Context: an optimization exercise on an open-source flow, tuned for small area, a short achievable clock period and few clock cycles. The choices shown serve that exercise and are no tape-out recipe. At most, simulation tests tie the RTL to the original design; equivalence was not proved. Power figures rest on the tool's default switching activity, not on a simulated workload.

// wasm_code_stream_parser
module wasm_code_stream_parser #(
    parameter int MAX_DEPTH = wcsp_pkg::MAX_DEPTH_DEFAULT
) (
    input  wire logic                aclk,
    input  wire logic                aresetn,
    input  wire logic                s_valid,
    output logic                     s_ready,
    input  wire logic [8:0]          s_data,
    output logic                     m_valid,
    input  wire logic                m_ready,
    output logic      [117:0]        m_data
);
Settings: LEC_CHECK=0, CAP_MARGIN=20, CORE_MARGIN=2, CORE_UTILIZATION=40, SLEW_MARGIN=20; clock period 8.5 ns.
run.sh (not shown) runs the stock make flow with config.mk's settings and CLKGATE_MAP_FILE= SYNTH_SCRIPT=/design/flow/synth_recipe.tcl, a recipe that flattens the netlist after the stock synthesis.
The baseline produced a clean layout.
Testbench counts at the start, summed over its fixed seeds: cycles 33,140.
==> next run, changes <==
- ABC_CLOCK_PERIOD_IN_PS: not set -> 2500
- SETUP_SLACK_MARGIN: not set -> 5
Result:
- worst setup slack gains 650 ps
- fmax goes up by 17%
- total power goes up by 3.5%
- utilization goes up by 2.5 points
- wire length climbs by 15%
- global-route usage went up by 2.6 points
- sequential power stays flat
- design area went up by 5.1%
- register-to-register slack gets better by 820 ps
- hold slack stays flat

wasm_code_stream_parser, a different RTL version from the one above (not shown whole).
Size: ~1500 cells after synthesis, ~130 I/O pins.
==> flow/config.mk <==
export PLATFORM = sky130hd
export DESIGN_NAME = wasm_code_stream_parser
export DESIGN_NICKNAME = wasm_code_stream_parser
export VERILOG_FILES = /design/flow/design.v
export SDC_FILE = /design/flow/constraint.sdc
export NUM_CORES = 4
export LEC_CHECK = 0
export ABC_AREA = 1
export ABC_CLOCK_PERIOD_IN_PS = 2500
export CAP_MARGIN = 20
export CORE_MARGIN = 2
export CORE_UTILIZATION = 40
export SETUP_SLACK_MARGIN = 5
export SLEW_MARGIN = 20
==> flow/constraint.sdc <==
create_clock -name core_clock -period 8.5 [get_ports {aclk}]
set_input_delay 1.7000 -clock core_clock [delete_from_list [all_inputs] [get_ports {aclk}]]
set_output_delay 1.7000 -clock core_clock [all_outputs]
set_load 0.01 [all_outputs]
standard.sh (not shown) runs the stock make flow with config.mk's settings and CLKGATE_MAP_FILE= SYNTH_SCRIPT=/design/flow/synth_recipe.tcl, a recipe that flattens the netlist after the stock synthesis.
==> flow/flow/run.sh <==
#!/bin/bash
set -euo pipefail
MARGIN=5.5
sed -e "s/SETUP_SLACK_MARGIN=[0-9.]*/SETUP_SLACK_MARGIN=$MARGIN/" \
    -e 's/ "\${@:-finish}"/ "BUFFER_PORTS_ARGS=-buffer_cell sky130_fd_sc_hd__buf_2" "${@:-finish}"/' \
    standard.sh > standard_mod.sh
grep -q "SETUP_SLACK_MARGIN=$MARGIN" standard_mod.sh
grep -q "BUFFER_PORTS_ARGS=" standard_mod.sh
bash standard_mod.sh > standard.log 2>&1
Testbench counts at the start, summed over its fixed seeds: cycles 33,140.
Next try:
--- a/flow/config.mk
+++ b/flow/config.mk
@@ -7,3 +7,2 @@
 export LEC_CHECK = 0
-export ABC_AREA = 1
 export ABC_CLOCK_PERIOD_IN_PS = 2500
@@ -11,3 +10,4 @@
 export CORE_MARGIN = 2
-export CORE_UTILIZATION = 40
+export CORE_UTILIZATION = 50
+export CTS_BUF_LIST = sky130_fd_sc_hd__clkbuf_4 sky130_fd_sc_hd__clkbuf_8
 export SETUP_SLACK_MARGIN = 5
- setup slack loses 0.077 ns
- combinational power shrinks by 23%
- wire length went down by 8.6%
- power fell by 18%
- non-clock buffer count goes up by 1
Next try:
==> flow/flow/run.sh (replaced) <==
#!/bin/bash
set -euo pipefail
MARGIN=5.2
sed -e "s/SETUP_SLACK_MARGIN=[0-9.]*/SETUP_SLACK_MARGIN=$MARGIN/" standard.sh > standard_margin.sh
grep -q "SETUP_SLACK_MARGIN=$MARGIN" standard_margin.sh
bash standard_margin.sh > standard.log 2>&1
--- a/flow/config.mk
+++ b/flow/config.mk
@@ -10,4 +10,3 @@
 export CORE_MARGIN = 2
-export CORE_UTILIZATION = 50
-export CTS_BUF_LIST = sky130_fd_sc_hd__clkbuf_4 sky130_fd_sc_hd__clkbuf_8
+export CORE_UTILIZATION = 40
 export SETUP_SLACK_MARGIN = 5
Effect: The new run completed with no timing, DRC or antenna violations; routed wire length falls by 1.5%; worst setup slack gets worse by 0.20 ns; clock skew falls by 0.012 ns; total power rises by 13%.
Next try:
==> flow/flow/run.sh (replaced) <==
#!/bin/bash
set -euo pipefail
MARGIN=5.65
sed -e "s/SETUP_SLACK_MARGIN=[0-9.]*/SETUP_SLACK_MARGIN=$MARGIN/" \
    -e 's/ "\${@:-finish}"/ "BUFFER_PORTS_ARGS=-buffer_cell sky130_fd_sc_hd__buf_2" "${@:-finish}"/' \
    standard.sh > standard_mod.sh
grep -q "SETUP_SLACK_MARGIN=$MARGIN" standard_mod.sh
grep -q "BUFFER_PORTS_ARGS=" standard_mod.sh
bash standard_mod.sh > standard.log 2>&1
Result: Die area stays the same; worst setup slack improves by 0.22 ns; global-route usage increases by 0.49 points; wire length rose by 0.38%; count of clock-buffer cells in the layout is unchanged; register-to-register slack is better by 0.45 ns; non-clock buffer count increases by 13; maximum frequency is higher by 7.2%.

## xenon
wasm_code_stream_parser, a different RTL version from the one above (not shown whole).
Size: ~1200 cells after synthesis, ~190 flip-flops, about 130 I/O pins, about 11000 µm² of cells after synthesis.
clock: 8.5 ns
lec_check: 0
abc_clock_period_in_ps: 2500
cap_margin: 20
core_margin: 2
core_utilization: 40
setup_slack_margin: 5
slew_margin: 20
run.sh (not shown) runs the stock make flow with config.mk's settings and CLKGATE_MAP_FILE= SYNTH_SCRIPT=/design/flow/synth_recipe.tcl, a recipe that flattens the netlist after the stock synthesis.
Stock flow here: none of the scripts above is used.
Input changes introduced in willow (baseline for comparison: xenon):
==> flow/flow/run.sh (new file) <==
#!/bin/bash
set -euo pipefail
MARGIN=5.8
sed -e "s/SETUP_SLACK_MARGIN=[0-9.]*/SETUP_SLACK_MARGIN=$MARGIN/" standard.sh > standard_margin.sh
grep -q "SETUP_SLACK_MARGIN=$MARGIN" standard_margin.sh
bash standard_margin.sh > standard.log 2>&1
==> flow/standard.sh (new file) <==
#!/bin/bash
# synth_recipe.tcl (not shown) runs the flow's synth.tcl, then flattens the netlist and writes it again
# the make line also repeats each setting of config.mk as NAME=value (left out here)
make -C /OpenROAD-flow-scripts/flow DESIGN_CONFIG=/design/flow/config.mk WORK_HOME=/design/flow/orfs CLKGATE_MAP_FILE= SYNTH_SCRIPT=/design/flow/synth_recipe.tcl "${@:-finish}"
removed: flow/run.sh
Findings:
Every run in the comparison, willow and xenon, completed the flow with a clean layout.
In willow the met1 track demand over resource turned out 2.0 points higher than in xenon.
xenon → willow: achievable clock frequency rose by about 8%; via count rose 7.2%; share of cells above drive strength 1 went up 21 points; maximum fanout count along the critical path now sits lower.
xenon has a lower utilization than willow.
Biggest cell category by area in the final layout: registers -> xenon, multi-input gates -> willow
The wire length reported by the detailed router in xenon is 0.883 times that in willow.
The slack of the worst reg-to-reg path number comes out higher for willow vs xenon.
Total leakage power in willow vs xenon: up 0.41 nW
No functional check of the RTL was part of any run of this note.

[separate check: timing with driven ports]
In the flow no input, the clock included, has a driving cell. The finished layouts below were timed again as built, in two steps. Step 1 (the two cells are an assumption about what drives the block):
set clk [get_ports {aclk}]
set_driving_cell -lib_cell sky130_fd_sc_hd__clkbuf_16 $clk
set_driving_cell -lib_cell sky130_fd_sc_hd__buf_2 [delete_from_list [all_inputs] $clk]
Step 2 adds t to the input delays and takes it off the output delays; t is the mean of the earliest and latest rising clock arrival at the registers after step 1. Input paths then give back, and output paths get back, about the clock's delay inside the block. Slacks: no drivers / after step 1 / after step 2; pairs: no drivers / after step 1.
run	t, ns	setup slack, ns	worst register clock-pin slew, ns	pins driven straight from the clock port
the first run of note 1	0.486	4.120 / 4.149 / 3.663	0.08 / 0.08	1
the second run of note 1	0.479	4.767 / 4.717 / 4.664	0.08 / 0.08	1
the first run of note 2	0.491	5.526 / 5.478 / 5.122	0.07 / 0.07	1
the second run of note 2	0.520	5.449 / 5.410 / 5.179	0.11 / 0.11	1
the third run of note 2	0.482	5.252 / 5.206 / 4.883	0.07 / 0.07	1
the fourth run of note 2	0.485	5.470 / 5.420 / 5.287	0.08 / 0.08	1
xenon	0.482	4.977 / 4.928 / 4.675	0.08 / 0.08	1
willow	0.488	5.232 / 5.184 / 5.369	0.08 / 0.08	1
After both steps setup and hold are still met in every run listed. The setup slack of the first run of note 1, which loses most, moves by +0.029 ns with the drivers and by -0.457 ns with both steps.
